This design comes from an exercise in tuning for a short achievable clock period and few clock cycles per item on the open sky130 flow, not from production work. The RTL was checked by simulation tests, not by an equivalence proof against the original design.

==> flow/design.v <==
package irc_pkg;
    localparam int BEAM_COUNT  = 4096;
    localparam int CNT_W       = $clog2(BEAM_COUNT) + 1;    
    localparam int IDX_W       = $clog2(BEAM_COUNT);
    localparam int INT_W       = 16;
    localparam int RNG_W       = 16;
    localparam int WS_W        = 28;
    localparam int IWS_W       = 40;
    localparam int RWS_W       = 44;
    localparam int CFG_W       = 23;
    localparam int CFG_IDX_W   = 3;
    localparam int FRAC_W      = 8;
    localparam int DVD_W       = IWS_W + FRAC_W;            
    localparam int Q_W         = 20;
    localparam int DIV_CNT_W   = $clog2(DVD_W + 1);
    localparam int STEP_W      = 18;
    localparam int WIDTH_W     = IDX_W + STEP_W;
    localparam logic [CFG_IDX_W-1:0] REG_THRESHOLD  = 3'd0;
    localparam logic [CFG_IDX_W-1:0] REG_MIN_POINTS = 3'd1;
    localparam logic [CFG_IDX_W-1:0] REG_MAX_SPAN   = 3'd2;
    localparam logic [CFG_IDX_W-1:0] REG_MIN_WIDTH  = 3'd3;
    localparam logic [CFG_IDX_W-1:0] REG_MAX_WIDTH  = 3'd4;
    localparam logic [CFG_IDX_W-1:0] REG_ANGLE_STEP = 3'd5;
    localparam logic [CFG_IDX_W-1:0] REG_RANGE_LO   = 3'd6;
    localparam logic [CFG_IDX_W-1:0] REG_RANGE_HI   = 3'd7;
    typedef struct packed {
        logic [INT_W-1:0] beam_intensity;
        logic [RNG_W-1:0] beam_range_mm;
        logic             range_finite;
        logic             last_beam;
    } beam_t;
    typedef struct packed {
        logic [Q_W-1:0]   center_index_q8;
        logic [IDX_W-1:0] peak_index;
        logic [IDX_W-1:0] start_index;
        logic [IDX_W-1:0] end_index;
        logic [INT_W-1:0] peak_intensity;
        logic [RNG_W-1:0] center_range_mm;
    } result_t;
    typedef struct packed {
        logic load;
        logic eval;
        logic accum;
        logic width;
        logic div_start;
        logic div_sel;       
        logic cap_center;
        logic cap_range;
        logic emit;
    } cmd_t;
    typedef struct packed {
        logic close;
        logic accept;
        logic div_done;
        logic out_free;
    } status_t;
endpackage
import irc_pkg::*;
module irc_div
(
    input  logic             clk,
    input  logic             rst_n,
    input  logic             start,
    input  logic [DVD_W-1:0] dividend,
    input  logic [WS_W-1:0]  divisor,
    output logic             done,
    output logic [Q_W-1:0]   quotient
);
    logic [DVD_W-1:0]     dvd_reg;
    logic [WS_W-1:0]      rem_reg;
    logic [Q_W-1:0]       q_reg;
    logic [DIV_CNT_W-1:0] cnt_reg;
    logic                 busy_reg;
    logic                 done_reg;
    logic [WS_W:0]        trial;
    logic                 fits;
    assign trial = {rem_reg, dvd_reg[DVD_W-1]};
    assign fits  = trial >= {1'b0, divisor};
    always_ff @(posedge clk or negedge rst_n)
    begin
        if (!rst_n)
        begin
            busy_reg <= 1'b0;
            done_reg <= 1'b0;
            cnt_reg  <= '0;
        end
        else
        begin
            done_reg <= 1'b0;
            if (start)
            begin
                busy_reg <= 1'b1;
                cnt_reg  <= DIV_CNT_W'(DVD_W);
            end
            else if (busy_reg)
            begin
                cnt_reg <= cnt_reg - 1'b1;
                if (cnt_reg == DIV_CNT_W'(1))
                begin
                    busy_reg <= 1'b0;
                    done_reg <= 1'b1;
                end
            end
        end
    end
    always_ff @(posedge clk)
    begin
        if (start)
        begin
            dvd_reg <= dividend;
            rem_reg <= '0;
            q_reg   <= '0;
        end
        else if (busy_reg)
        begin
            dvd_reg <= {dvd_reg[DVD_W-2:0], 1'b0};
            rem_reg <= fits ? WS_W'(trial - {1'b0, divisor}) : trial[WS_W-1:0];
            q_reg   <= {q_reg[Q_W-2:0], fits};
        end
    end
    assign done     = done_reg;
    assign quotient = q_reg;
endmodule
import irc_pkg::*;
module irc_ctrl
(
    input  logic    clk,
    input  logic    rst_n,
    input  logic    beam_valid,
    output logic    beam_stall,
    input  irc_pkg::status_t status,
    output irc_pkg::cmd_t    cmd
);
    typedef enum logic [9:0] {
        S_IDLE  = 10'b0000000001,
        S_EVAL  = 10'b0000000010,
        S_ACC   = 10'b0000000100,
        S_WIDTH = 10'b0000001000,
        S_JUDGE = 10'b0000010000,
        S_DIV1  = 10'b0000100000,
        S_WAIT1 = 10'b0001000000,
        S_DIV2  = 10'b0010000000,
        S_WAIT2 = 10'b0100000000,
        S_WRITE = 10'b1000000000
    } state_t;
    state_t state_reg;
    state_t state_next;
    always_ff @(posedge clk or negedge rst_n)
    begin
        if (!rst_n)
            state_reg <= S_IDLE;
        else
            state_reg <= state_next;
    end
    always_comb
    begin
        state_next = state_reg;
        cmd        = '0;
        beam_stall = 1'b1;
        unique case (state_reg)
            S_IDLE:
            begin
                beam_stall = 1'b0;
                if (beam_valid)
                begin
                    cmd.load   = 1'b1;
                    state_next = S_EVAL;
                end
            end
            S_EVAL:
            begin
                cmd.eval   = 1'b1;
                state_next = S_ACC;
            end
            S_ACC:
            begin
                cmd.accum  = 1'b1;
                state_next = status.close ? S_WIDTH : S_IDLE;
            end
            S_WIDTH:
            begin
                cmd.width  = 1'b1;
                state_next = S_JUDGE;
            end
            S_JUDGE:
            begin
                state_next = status.accept ? S_DIV1 : S_IDLE;
            end
            S_DIV1:
            begin
                cmd.div_start = 1'b1;
                state_next    = S_WAIT1;
            end
            S_WAIT1:
            begin
                if (status.div_done)
                begin
                    cmd.cap_center = 1'b1;
                    state_next     = S_DIV2;
                end
            end
            S_DIV2:
            begin
                cmd.div_start = 1'b1;
                cmd.div_sel   = 1'b1;
                state_next    = S_WAIT2;
            end
            S_WAIT2:
            begin
                cmd.div_sel = 1'b1;
                if (status.div_done)
                begin
                    cmd.cap_range = 1'b1;
                    state_next    = S_WRITE;
                end
            end
            S_WRITE:
            begin
                if (status.out_free)
                begin
                    cmd.emit   = 1'b1;
                    state_next = S_IDLE;
                end
            end
            default:
            begin
                state_next = S_IDLE;
            end
        endcase
    end
endmodule
import irc_pkg::*;
module irc_dp
(
    input  logic                 clk,
    input  logic                 rst_n,
    input  logic                 cfg_we,
    input  logic [CFG_IDX_W-1:0] cfg_index,
    input  logic [CFG_W-1:0]     cfg_data,
    input  irc_pkg::beam_t                beam,
    input  irc_pkg::cmd_t                 cmd,
    output irc_pkg::status_t              status,
    output logic                 result_valid,
    input  logic                 result_stall,
    output irc_pkg::result_t              result
);
    logic [INT_W-1:0]         thr_reg;
    logic [CNT_W-1:0]         minp_reg;
    logic [RNG_W-1:0]         span_max_reg;
    logic [CFG_W-1:0]         wmin_reg;
    logic [CFG_W-1:0]         wmax_reg;
    logic signed [STEP_W-1:0] step_reg;
    logic [RNG_W-1:0]         floor_reg;
    logic [RNG_W-1:0]         ceil_reg;
    irc_pkg::beam_t                    beam_reg;
    logic [CNT_W-1:0]         counter_reg;
    logic                     in_cluster_reg;
    logic [IDX_W-1:0]         start_reg;
    logic [CNT_W-1:0]         size_reg;
    logic [WS_W-1:0]          ws_reg;
    logic [IWS_W-1:0]         iws_reg;
    logic [RWS_W-1:0]         rws_reg;
    logic [RNG_W-1:0]         near_reg;
    logic [RNG_W-1:0]         far_reg;
    logic [INT_W-1:0]         peak_reg;
    logic                     add_reg;
    logic                     close_reg;
    logic [IDX_W+INT_W-1:0]   pidx_reg;
    logic [RNG_W+INT_W-1:0]   prng_reg;
    logic [WIDTH_W-1:0]       width_reg;
    logic [Q_W-1:0]           q8_reg;
    logic [RNG_W-1:0]         crng_reg;
    logic                     result_valid_reg;
    irc_pkg::result_t                  result_reg;
    logic [IDX_W-1:0]         idx;
    logic                     in_window;
    logic                     bright;
    logic                     join_beam;
    logic                     rng_ok;
    logic                     close_now;
    logic [RNG_W-1:0]         base_near;
    logic [RNG_W-1:0]         base_far;
    logic [INT_W-1:0]         base_peak;
    logic [CNT_W-1:0]         base_size;
    logic [STEP_W-1:0]        step_mag;
    logic [RNG_W-1:0]         span;
    logic [IDX_W-1:0]         size_less;
    logic [DVD_W-1:0]         div_dividend;
    logic                     div_done;
    logic [Q_W-1:0]           div_q;
    logic [Q_W:0]             q8_round;
    logic                     out_free;
    always_ff @(posedge clk or negedge rst_n)
    begin
        if (!rst_n)
        begin
            thr_reg      <= INT_W'(45);
            minp_reg     <= CNT_W'(5);
            span_max_reg <= RNG_W'(30);
            wmin_reg     <= CFG_W'(10000);
            wmax_reg     <= CFG_W'(120000);
            step_reg     <= STEP_W'(8727);
            floor_reg    <= RNG_W'(150);
            ceil_reg     <= RNG_W'(12000);
        end
        else if (cfg_we)
        begin
            unique case (cfg_index)
                REG_THRESHOLD:  thr_reg      <= cfg_data[INT_W-1:0];
                REG_MIN_POINTS: minp_reg     <= cfg_data[CNT_W-1:0];
                REG_MAX_SPAN:   span_max_reg <= cfg_data[RNG_W-1:0];
                REG_MIN_WIDTH:  wmin_reg     <= cfg_data;
                REG_MAX_WIDTH:  wmax_reg     <= cfg_data;
                REG_ANGLE_STEP: step_reg     <= signed'(cfg_data[STEP_W-1:0]);
                REG_RANGE_LO:   floor_reg    <= cfg_data[RNG_W-1:0];
                REG_RANGE_HI:   ceil_reg     <= cfg_data[RNG_W-1:0];
                default:        ;
            endcase
        end
    end
    assign idx       = counter_reg[IDX_W-1:0];
    assign in_window = counter_reg < CNT_W'(BEAM_COUNT);
    assign bright    = beam_reg.beam_intensity >= thr_reg;
    assign join_beam = in_window && bright;
    assign rng_ok    = beam_reg.range_finite && (beam_reg.beam_range_mm >= floor_reg)
                       && (beam_reg.beam_range_mm <= ceil_reg);
    assign close_now = (in_window && !bright && in_cluster_reg)
                       || (beam_reg.last_beam && (in_cluster_reg || join_beam));
    assign base_near = in_cluster_reg ? near_reg : '1;
    assign base_far  = in_cluster_reg ? far_reg : '0;
    assign base_peak = in_cluster_reg ? peak_reg : '0;
    assign base_size = in_cluster_reg ? size_reg : '0;
    always_ff @(posedge clk or negedge rst_n)
    begin
        if (!rst_n)
        begin
            counter_reg    <= '0;
            in_cluster_reg <= 1'b0;
            add_reg        <= 1'b0;
            close_reg      <= 1'b0;
        end
        else if (cmd.eval)
        begin
            if (beam_reg.last_beam)
            begin
                counter_reg <= '0;
            end
            else if (in_window)
            begin
                counter_reg <= counter_reg + 1'b1;
            end
            in_cluster_reg <= close_now ? 1'b0 : (join_beam ? 1'b1 : in_cluster_reg);
            add_reg        <= join_beam && rng_ok;
            close_reg      <= close_now;
        end
    end
    always_ff @(posedge clk)
    begin
        if (cmd.load)
        begin
            beam_reg <= beam;
        end
        if (cmd.eval)
        begin
            pidx_reg <= idx * beam_reg.beam_intensity;
            prng_reg <= beam_reg.beam_range_mm * beam_reg.beam_intensity;
            if (join_beam)
            begin
                size_reg <= base_size + 1'b1;
                near_reg <= base_near;
                far_reg  <= base_far;
                peak_reg <= base_peak;
                if (!in_cluster_reg)
                begin
                    start_reg <= idx;
                    ws_reg    <= '0;
                    iws_reg   <= '0;
                    rws_reg   <= '0;
                end
                if (rng_ok)
                begin
                    if (beam_reg.beam_range_mm < base_near)
                        near_reg <= beam_reg.beam_range_mm;
                    if (beam_reg.beam_range_mm > base_far)
                        far_reg <= beam_reg.beam_range_mm;
                    if (beam_reg.beam_intensity > base_peak)
                        peak_reg <= beam_reg.beam_intensity;
                end
            end
        end
        if (cmd.accum && add_reg)
        begin
            ws_reg  <= ws_reg + WS_W'(beam_reg.beam_intensity);
            iws_reg <= iws_reg + IWS_W'(pidx_reg);
            rws_reg <= rws_reg + RWS_W'(prng_reg);
        end
        if (cmd.width)
        begin
            width_reg <= size_less * step_mag;
        end
        if (cmd.cap_center)
        begin
            q8_reg <= div_q;
        end
        if (cmd.cap_range)
        begin
            crng_reg <= div_q[RNG_W-1:0];
        end
    end
    assign step_mag  = step_reg[STEP_W-1] ? STEP_W'(-step_reg) : STEP_W'(step_reg);
    assign size_less = IDX_W'(size_reg - 1'b1);
    assign span      = (far_reg >= near_reg) ? RNG_W'(far_reg - near_reg) : '0;
    assign status.close    = close_reg;
    assign status.accept   = (size_reg >= minp_reg) && (ws_reg != '0)
                             && (span <= span_max_reg)
                             && (width_reg >= WIDTH_W'(wmin_reg))
                             && (width_reg <= WIDTH_W'(wmax_reg));
    assign status.div_done = div_done;
    assign status.out_free = out_free;
    assign div_dividend = cmd.div_sel ? DVD_W'(rws_reg) : {iws_reg, {FRAC_W{1'b0}}};
    irc_div u_div (
        .clk      (clk),
        .rst_n    (rst_n),
        .start    (cmd.div_start),
        .dividend (div_dividend),
        .divisor  (ws_reg),
        .done     (div_done),
        .quotient (div_q)
    );
    assign q8_round = {1'b0, q8_reg} + (Q_W+1)'(1 << (FRAC_W - 1));
    assign out_free = !result_valid_reg || !result_stall;
    always_ff @(posedge clk or negedge rst_n)
    begin
        if (!rst_n)
        begin
            result_valid_reg <= 1'b0;
        end
        else if (cmd.emit)
        begin
            result_valid_reg <= 1'b1;
        end
        else if (!result_stall)
        begin
            result_valid_reg <= 1'b0;
        end
    end
    always_ff @(posedge clk)
    begin
        if (cmd.emit)
        begin
            result_reg.center_index_q8 <= q8_reg;
            result_reg.peak_index      <= q8_round[FRAC_W +: IDX_W];
            result_reg.start_index     <= start_reg;
            result_reg.end_index       <= start_reg + size_less;
            result_reg.peak_intensity  <= peak_reg;
            result_reg.center_range_mm <= crng_reg;
        end
    end
    assign result_valid = result_valid_reg;
    assign result       = result_reg;
endmodule
import irc_pkg::*;
module intensity_reflector_cluster_detect
(
    input  logic                 clk,
    input  logic                 rst_n,
    input  logic                 cfg_we,
    input  logic [CFG_IDX_W-1:0] cfg_index,
    input  logic [CFG_W-1:0]     cfg_data,
    input  logic                 beam_valid,
    output logic                 beam_stall,
    input  logic [INT_W-1:0]     beam_intensity,
    input  logic [RNG_W-1:0]     beam_range_mm,
    input  logic                 beam_range_finite,
    input  logic                 beam_last,
    output logic                 result_valid,
    input  logic                 result_stall,
    output logic [Q_W-1:0]       result_center_index_q8,
    output logic [IDX_W-1:0]     result_peak_index,
    output logic [IDX_W-1:0]     result_start_index,
    output logic [IDX_W-1:0]     result_end_index,
    output logic [INT_W-1:0]     result_peak_intensity,
    output logic [RNG_W-1:0]     result_center_range_mm
);
    irc_pkg::cmd_t    cmd;
    irc_pkg::status_t status;
    irc_pkg::beam_t   beam;
    irc_pkg::result_t result;
    assign beam.beam_intensity = beam_intensity;
    assign beam.beam_range_mm  = beam_range_mm;
    assign beam.range_finite   = beam_range_finite;
    assign beam.last_beam      = beam_last;
    assign result_center_index_q8 = result.center_index_q8;
    assign result_peak_index      = result.peak_index;
    assign result_start_index     = result.start_index;
    assign result_end_index       = result.end_index;
    assign result_peak_intensity  = result.peak_intensity;
    assign result_center_range_mm = result.center_range_mm;
    irc_ctrl u_ctrl (
        .clk        (clk),
        .rst_n      (rst_n),
        .beam_valid (beam_valid),
        .beam_stall (beam_stall),
        .status     (status),
        .cmd        (cmd)
    );
    irc_dp u_dp (
        .clk          (clk),
        .rst_n        (rst_n),
        .cfg_we       (cfg_we),
        .cfg_index    (cfg_index),
        .cfg_data     (cfg_data),
        .beam         (beam),
        .cmd          (cmd),
        .status       (status),
        .result_valid (result_valid),
        .result_stall (result_stall),
        .result       (result)
    );
endmodule
==> flow/run.sh <==
#!/bin/bash
# synth_recipe.tcl (not shown) runs the flow's synth.tcl, then flattens the netlist and writes it again
# the make line also repeats each setting of config.mk as NAME=value (left out here)
make -C /OpenROAD-flow-scripts/flow DESIGN_CONFIG=/design/flow/config.mk WORK_HOME=/design/flow/orfs CLKGATE_MAP_FILE= SYNTH_SCRIPT=/design/flow/synth_recipe.tcl finish
==> flow/constraint.sdc <==
create_clock -name core_clock -period 9.0 [get_ports {clk}]
set_input_delay 1.8000 -clock core_clock [delete_from_list [all_inputs] [get_ports {clk}]]
set_output_delay 1.8000 -clock core_clock [all_outputs]
set_load 0.01 [all_outputs]
==> flow/config.mk <==
export PLATFORM = sky130hd
export DESIGN_NAME = intensity_reflector_cluster_detect
export DESIGN_NICKNAME = intensity_reflector_cluster_detect
export VERILOG_FILES = /design/flow/design.v
export SDC_FILE = /design/flow/constraint.sdc
export NUM_CORES = 4
export LEC_CHECK = 0
export CAP_MARGIN = 20
export CORE_MARGIN = 2
export CORE_UTILIZATION = 40
export SLEW_MARGIN = 20
==> results.json <==
{
  "track_usage_pct": 21.25,
  "clockBufferDepth": 3,
  "viasPerCell": 5.335,
  "vias": 41962,
  "ys_seq_area_share_pct": 34.37,
  "drtAntennaViolNets": 0,
  "final_common_cell": "inv_1",
  "finalHoldViolCount": 0,
  "min-delay-path-class": "flop to flop",
  "path_depth": 26,
  "ys_async_sr_fraction_pct": 24.96,
  "worst_slack_ns": 0.9951,
  "status": "complete, no violations",
  "worstRegToRegCells": 26,
  "crit_path_end_kind": "flop",
  "syn-num-nets": 6870,
  "start_kind": "flop",
  "cts_tree": "done",
  "place_area_um2": 61780,
  "crit_family": "adder cells",
  "synthCells": 5759,
  "fin_setup_tns_ns": 0,
  "initial_utilization_pct": 40.28,
  "die_x_um": 384.1,
  "io_pins": 155,
  "slew_headroom_pct": 26.53,
  "fin_util_pct": 45.15,
  "worstSkewPairLatency_ns": 0.73,
  "nets": 7002,
  "numCtsBuffers": 81,
  "cts_resized": 0,
  "fmax_mhz": 124.9,
  "drive_gt1_share_pct": 6.879,
  "grt_pass1_vias": 41801,
  "mostFrequentLayoutCells": "805 x inv_1, 731 x nand2_1, 546 x ha_1, 500 x fa_1, 481 x edfxtp_1",
  "grt_pass1_wl_um": 241900,
  "grt_max_degree": 79,
  "route.detailed.drc": 0,
  "yosysUniqueCellTypes": 88,
  "cts-hold-fix-buffers": 0,
  "cpMaxStageDelayCell": "fa_1",
  "tightest_slew_ns": 1.102,
  "final_cell_area_um2": 64780,
  "synth_warnings": 3,
  "worstHoldPathCells": 0,
  "drt-pass1-iter-count": 5,
  "io_buffers": 154,
  "cp.arrival_ns": 8.48,
  "fin_skew_ns": 0.04979,
  "rsz0062_at_grt": "no",
  "drv_cap": 0,
  "cts.clk_slew.worst_paths_ns": 0.06,
  "layout_min_cycle_time_ns": 8.005,
  "drt-total-wl_um": 155500,
  "die_h_um": 384.1,
  "detail_route.wl_per_cell_um": 19.77,
  "setup.worst_path.class": "flop to flop",
  "slew_violations": 0,
  "finalSetupViolCount": 0,
  "fp-row-count": 139,
  "cts.sinks": 705,
  "critPathMostFrequentCell": "fa_1",
  "clockRootBuffer": "clkbuf_16",
  "critPathMaxStageDelay_ns": 0.58,
  "drtIter0Drc": 2884,
  "required_ns": 9.47,
  "cp_max_fo": 14,
  "largest_register_ffs": 88,
  "areaGrowthSynthToFinish_pct": 12.09,
  "critPathBufInv": 4,
  "synth_edf_count": 481,
  "antenna_found_initial": 11,
  "syn_area_um2": 57790,
  "synth_area_per_cell_um2": 10.03,
  "finalCritPeriodShare_pct": 88.94,
  "dieArea_um2": 147500,
  "pre_cts_slack_ns": 0.9494,
  "synth_ff_type": "edfxtp_1",
  "post_cts.repair.setup_buffers": 0,
  "synth_seq_cells": 705,
  "overflow": 0,
  "core_area_um2": 143500,
  "place_congestion": 0.9009,
  "cts_htree_levels": 3,
  "dp_hpwl_um": 116700
}
-- synth_stat cells, drive strengths merged (11+ instances only) --
cell type	count	area [um2]
nor3b	13	97.59
mux2i	72	720.7
nor4	26	183.9
a31oi	51	319.1
dfstp	40	1051
mux2	81	912.1
or2	13	81.33
nor2b	62	387.9
and2	121	757.0
ha	546	6832
dfxtp	48	960.9
a22o	13	113.9
nor3	57	285.3
o31ai	13	102.6
nand2	732	2748
a21oi	237	1194
or3	29	181.4
inv	809	3037
o21a	45	337.8
nor2	420	1579
nand4	60	375.4
dfrtp	136	3403
xor2	96	840.8
fa	500	10010
xnor2	167	1463
and4	11	96.34
a2111oi	11	133.9
a21o	138	1036
nand3	58	290.3
o21bai	24	180.2
nand2b	32	200.2
o21ai	231	1160
a211oi	29	232.7
edfxtp	481	14440
clkbuf	189	709.4
and3	40	250.2
-- final timing paths --
| check | from | endpoint | slack (ns) |
|---|---|---|---|
| max | u_dp.size_reg[2] | u_dp.width_reg[28] | 1.0 |
| min | u_dp.q8_reg[5] | u_dp.result_reg[73] | 0.42 |
| max reg2reg | u_dp.size_reg[2] | u_dp.width_reg[28] | 1.0 |
| min reg2reg | u_dp.q8_reg[5] | u_dp.result_reg[73] | 0.42 |
| max in group asynchronous | rst_n | u_dp.wmin_reg[14] | 6.58 |
| min in group asynchronous | rst_n | u_dp.result_valid_reg | 1.09 |
-- through the flow --
stage	hold WS, ns	instances
finish	0.4179	7866
detailed placement	0.4045	7709
global placement	0.4016	7709
global route	0.4174	7864
CTS	0.4186	7861
floorplan	0.4003	5759
-- final cells by class --
class                           count  area [um2]
Antenna cell                        3       7.507
Tap cell                         1903        2381
Multi-Input combinational cell   4041       34260
Fill cell                       13641       78700
Clock buffer                      102        2181
Sequential cell                   705       19860
Clock inverter                     50       774.5
Timing Repair Buffer              248        2258
Inverter                          814        3055
-- layer usage --
layer  share of wire (%)  up-vias  GRT usage, %
met1                  45    20982         29.61
met3                 7.2      250         4.341
li1                    -    19523             -
met4                 3.2        4         6.550
met2                  45     1203         33.21
met5               0.014        -             0
-- worst reg2reg max path, cell delays in order (launching register included) --
cell	delay [ns]
edfxtp_1	0.52
or3_1	0.43
or2_1	0.25
or3_1	0.34
or2_1	0.26
xor2_1	0.22
inv_1	0.54
nand2_1	0.17
fa_1	0.58
inv_1	0.05
fa_1	0.46
fa_1	0.52
fa_1	0.55
inv_1	0.06
fa_1	0.53
inv_1	0.05
ha_1	0.39
a21o_1	0.19
a21o_1	0.16
a21oi_1	0.20
o21ai_0	0.13
o21bai_1	0.31
nand3b_1	0.16
a211oi_1	0.30
o21bai_1	0.13
a21oi_1	0.19
xnor2_1	0.08
-- kinds of logic (layout without fill, tap and decap cells) --
kind of cell	count (synthesis)	after routing	synth area share [%]
AO/OA/AOI/OAI	886	886	9.804
XOR/XNOR	263	263	3.986
adder cells (fa/ha/maj)	1046	1046	29.14
buffers and inverters	1013	1214	6.593
flip-flops	705	705	34.37
multiplexers	153	153	2.826
other	0	3	0
AND/OR/NAND/NOR	1693	1693	13.28
Testbench counts, summed over its fixed seeds: cycles 49,166, beams 9,672.

static timing again, ports no longer ideal:
The results above use ideal ports. As a check the final layout listed here was re-extracted and re-timed, cells and wires unchanged. Step 1: set_driving_cell puts a clkbuf_16 on clk and a buf_2 on each other input, an assumption about the parent block. Step 2 times the ports against the registers' clock, not the clock port: input delays grow and output delays shrink by t, the midpoint of the rising clock arrivals with the driver on. Slacks: ideal / step 1 / step 2; pairs: ideal / step 1.
t (ns): 0.780
setup slack, ns: 0.995 / 0.995 / 0.995
hold slack, ns: 0.418 / 0.418 / 0.418
clock arrival spread, ns: 0.057 / 0.056
worst register clock-pin slew, ns: 0.07 / 0.07
After both steps this run still meets setup and hold. The setup slack of this run moves by 0.000 ns with the drivers and by 0.000 ns with both steps.
